This is an optimization exercise on Yosys and OpenROAD, whose aim is small area and a short achievable clock period, not a production implementation. The RTL was checked by simulation tests, not by an equivalence proof against the original design. Power figures rest on the tool's default switching activity, not on a simulated workload.

Setup of the baseline:
==> flow/design.v <==
`timescale 1ns / 1ps
package dq_pkg;
  localparam int DEPTH_DEF      = 16;
  localparam int DATA_WIDTH_DEF = 32;
  localparam int CNT_W_DEF      = $clog2(DEPTH_DEF + 1);
endpackage
`timescale 1ns / 1ps
module double_ended_queue #(
  parameter int DEPTH      = dq_pkg::DEPTH_DEF,
  parameter int DATA_WIDTH = dq_pkg::DATA_WIDTH_DEF,
  parameter int CNT_W      = $clog2(DEPTH + 1)
) (
  input  logic                  clk,
  input  logic                  rst,
  input  logic                  req_valid,
  output logic                  req_ready,
  input  logic [1:0]            req_mode,
  input  logic [DATA_WIDTH-1:0] req_item_value,
  output logic                  rsp_valid,
  input  logic                  rsp_ready,
  output logic [DATA_WIDTH-1:0] rsp_popped_value,
  output logic [1:0]            rsp_status,
  output logic [CNT_W-1:0]      rsp_occupancy
);
  logic [DATA_WIDTH-1:0] mem [DEPTH];
  logic [DEPTH-1:0]      head;      
  logic [DEPTH-1:0]      tail;      
  logic [DEPTH-1:0]      head_m1;   
  logic [DEPTH-1:0]      tail_m1;   
  logic [CNT_W-1:0]      count;
  logic                  empty;
  logic fire, full, push, pop, do_push, do_pop;
  logic [CNT_W-1:0]      count_inc, count_dec;
  logic                  at_one;
  logic [DEPTH-1:0]      rd_sel;
  logic [DATA_WIDTH-1:0] rd_word;
  assign req_ready     = !rsp_valid || rsp_ready;
  assign fire          = req_valid && req_ready;
  assign full          = count[CNT_W-1];
  assign push          = !req_mode[1];
  assign pop           = req_mode[1];
  assign do_push       = fire && push && !full;
  assign do_pop        = fire && pop && !empty;
  assign rsp_occupancy = count;
  assign count_inc = count + 1'b1;
  assign count_dec = count - 1'b1;
  assign at_one    = (count == CNT_W'(1));
  assign head_m1 = {head[0], head[DEPTH-1:1]};
  assign tail_m1 = {tail[0], tail[DEPTH-1:1]};
  assign rd_sel = (pop && !empty) ? (req_mode[0] ? tail_m1 : head) : '0;
  always_comb begin
    rd_word = '0;
    for (int i = 0; i < DEPTH; i++) begin
      rd_word = rd_word | ({DATA_WIDTH{rd_sel[i]}} & mem[i]);
    end
  end
  for (genvar i = 0; i < DEPTH; i++) begin : g_word
    logic we;
    assign we = do_push && (req_mode[0] ? tail[i] : head_m1[i]);
    always_ff @(posedge clk) begin
      if (we) mem[i] <= req_item_value;
    end
  end
  always_ff @(posedge clk) begin
    if (rst) begin
      head      <= DEPTH'(1);
      tail      <= DEPTH'(1);
      count     <= '0;
      empty     <= 1'b1;
      rsp_valid <= 1'b0;
    end else begin
      if (do_push) begin
        if (req_mode[0]) tail <= {tail[DEPTH-2:0], tail[DEPTH-1]};
        else             head <= head_m1;
        count <= count_inc;
        empty <= 1'b0;
      end
      if (do_pop) begin
        if (req_mode[0]) tail <= tail_m1;
        else             head <= {head[DEPTH-2:0], head[DEPTH-1]};
        count <= count_dec;
        empty <= at_one;
      end
      if (fire)           rsp_valid <= 1'b1;
      else if (rsp_ready) rsp_valid <= 1'b0;
    end
  end
  always_ff @(posedge clk) begin
    if (fire) begin
      rsp_popped_value <= rd_word | {DATA_WIDTH{pop && empty}};
      rsp_status       <= (push && full) ? 2'd2 : ((pop && empty) ? 2'd1 : 2'd0);
    end
  end
endmodule
==> flow/config.mk <==
export PLATFORM = sky130hd
export DESIGN_NAME = double_ended_queue
export DESIGN_NICKNAME = double_ended_queue
export VERILOG_FILES = /design/flow/design.v
export SDC_FILE = /design/flow/constraint.sdc
export NUM_CORES = 4
export LEC_CHECK = 0
export CAP_MARGIN = 20
export CORE_MARGIN = 2
export CORE_UTILIZATION = 55
export PLACE_DENSITY = 0.65
export SETUP_SLACK_MARGIN = 1.85
export SLEW_MARGIN = 20
export TNS_END_PERCENT = 0
==> flow/constraint.sdc <==
create_clock -name core_clock -period 3.5 [get_ports {clk}]
set_input_delay 0.7000 -clock core_clock [delete_from_list [all_inputs] [get_ports {clk}]]
set_output_delay 0.7000 -clock core_clock [all_outputs]
set_load 0.01 [all_outputs]
standard.sh (not shown) runs the stock make flow with config.mk's settings and CLKGATE_MAP_FILE= SYNTH_SCRIPT=/design/flow/synth_recipe.tcl, a recipe that flattens the netlist after the stock synthesis.
==> flow/flow/run.sh <==
#!/bin/bash
# the standard layout with three changes: sizing may swap a cell for one of
# another footprint (so slow port buffers can become fast ones), the clock
# tree clusters up to 24 flip-flops per leaf buffer, and it adds no dummy
# loads. every tool's output stays in the orfs/logs folder; make's own
# output goes to standard.log.
set -euo pipefail
CTS="-sink_clustering_enable -repair_clock_nets -buf_list sky130_fd_sc_hd__clkbuf_16"
CTS="$CTS -sink_clustering_size 24 -sink_clustering_max_diameter 80 -dont_use_dummy_load"
bash standard.sh MATCH_CELL_FOOTPRINT=0 "CTS_ARGS=$CTS" finish > standard.log 2>&1
Changes in the candidate relative to the baseline:
-- flow/design.v --
<<< the baseline, line 24
);
  logic [DATA_WIDTH-1:0] mem [DEPTH];
  logic [DEPTH-1:0]      head;      
  logic [DEPTH-1:0]      tail;      
  logic [DEPTH-1:0]      head_m1;   
  logic [DEPTH-1:0]      tail_m1;   
>>> the candidate, line 24
);
  logic [DATA_WIDTH-1:0] mem [DEPTH];
  localparam int PTR_W = $clog2(DEPTH);
  logic [PTR_W-1:0]      head_ptr;  
  logic [PTR_W-1:0]      tail_ptr;  
  logic [DEPTH-1:0]      head;      
  logic [DEPTH-1:0]      tail;
  logic [DEPTH-1:0]      head_m1;   
  logic [DEPTH-1:0]      tail_m1;   
<<< the baseline, line 46
  assign count_dec = count - 1'b1;
  assign at_one    = (count == CNT_W'(1));
  assign head_m1 = {head[0], head[DEPTH-1:1]};
  assign tail_m1 = {tail[0], tail[DEPTH-1:1]};
  assign rd_sel = (pop && !empty) ? (req_mode[0] ? tail_m1 : head) : '0;
  always_comb begin
    rd_word = '0;
>>> the candidate, line 49
  assign count_dec = count - 1'b1;
  assign at_one    = (count == CNT_W'(1));
  always_comb begin
    for (int i = 0; i < DEPTH; i++) begin
      head[i] = (head_ptr == PTR_W'(i));
      tail[i] = (tail_ptr == PTR_W'(i));
    end
  end
  assign head_m1 = {head[0], head[DEPTH-1:1]};
  assign tail_m1 = {tail[0], tail[DEPTH-1:1]};
  assign rd_sel = req_mode[0] ? tail_m1 : head;
  always_comb begin
    rd_word = '0;
<<< the baseline, line 64
  always_ff @(posedge clk) begin
    if (rst) begin
      head      <= DEPTH'(1);
      tail      <= DEPTH'(1);
      count     <= '0;
      empty     <= 1'b1;
>>> the candidate, line 73
  always_ff @(posedge clk) begin
    if (rst) begin
      head_ptr  <= '0;
      tail_ptr  <= '0;
      count     <= '0;
      empty     <= 1'b1;
<<< the baseline, line 71
    end else begin
      if (do_push) begin
        if (req_mode[0]) tail <= {tail[DEPTH-2:0], tail[DEPTH-1]};
        else             head <= head_m1;
        count <= count_inc;
        empty <= 1'b0;
      end
      if (do_pop) begin
        if (req_mode[0]) tail <= tail_m1;
        else             head <= {head[DEPTH-2:0], head[DEPTH-1]};
        count <= count_dec;
        empty <= at_one;
>>> the candidate, line 80
    end else begin
      if (do_push) begin
        if (req_mode[0]) tail_ptr <= tail_ptr + 1'b1;
        else             head_ptr <= head_ptr - 1'b1;
        count <= count_inc;
        empty <= 1'b0;
      end
      if (do_pop) begin
        if (req_mode[0]) tail_ptr <= tail_ptr - 1'b1;
        else             head_ptr <= head_ptr + 1'b1;
        count <= count_dec;
        empty <= at_one;
<<< the baseline, line 88
  always_ff @(posedge clk) begin
    if (fire) begin
      rsp_popped_value <= rd_word | {DATA_WIDTH{pop && empty}};
      rsp_status       <= (push && full) ? 2'd2 : ((pop && empty) ? 2'd1 : 2'd0);
    end
>>> the candidate, line 97
  always_ff @(posedge clk) begin
    if (fire) begin
      rsp_popped_value <= pop ? (empty ? '1 : rd_word) : '0;
      rsp_status       <= (push && full) ? 2'd2 : ((pop && empty) ? 2'd1 : 2'd0);
    end
Looking at mean instance size in the synthesized netlist across the candidate and the baseline, the one that comes out lower is the baseline.
The baseline ended up with primary input to flop as its path type of the worst min-delay path; the candidate ended up with flop to flop.
Run comparison: the candidate timing endpoint of the critical path rsp_popped_value[3]$_SDFFCE_PN0P_; the baseline timing endpoint of the critical path rsp_popped_value[10]$_DFFE_PP_
The candidate vs. the baseline: fraction of the core area covered by cells at the end of the flow increased 0.56 points, smallest hold slack increased by 0.0034 ns relative to the old numbers.
Relative to the baseline, the portion of total power attributed to combinational logic of the candidate is higher by 0.8 points.
Between the candidate and the baseline, the cell count of the worst reg-to-reg path is lower for the baseline.
On iteration-0 DRC count of the detailed router: between the candidate and the baseline, it ends up higher for the baseline.

==> what the ideal ports hide <==
In the flow no input, the clock included, has a driving cell. The finished layouts below were timed again as built, in two steps. Step 1 assumes that a clkbuf_16 drives the clock port and a buf_2 every other input. Step 2 adds t to the input delays and takes it off the output delays; t is the mean of the earliest and latest rising clock arrival at the registers after step 1. Input paths then give back, and output paths get back, about the clock's delay inside the block. Slacks: ideal / step 1 / step 2; pairs: ideal / step 1.
| run | t, ns | slack for setup (ns) | clock arrival spread, ns | worst data-port slew with drivers (ns) | cell pins on the clock port's net |
|---|---|---|---|---|---|
| the baseline | 0.625 | 1.396 / 1.307 / 0.682 | 0.017 / 0.017 | 0.15 | 1 |
| the candidate | 0.633 | 1.256 / 1.256 / 0.716 | 0.053 / 0.053 | 0.08 | 1 |
After both steps every run listed still meets setup and hold. The setup slack of the baseline, which loses most, moves by -0.089 ns with the drivers and by -0.714 ns with both steps.
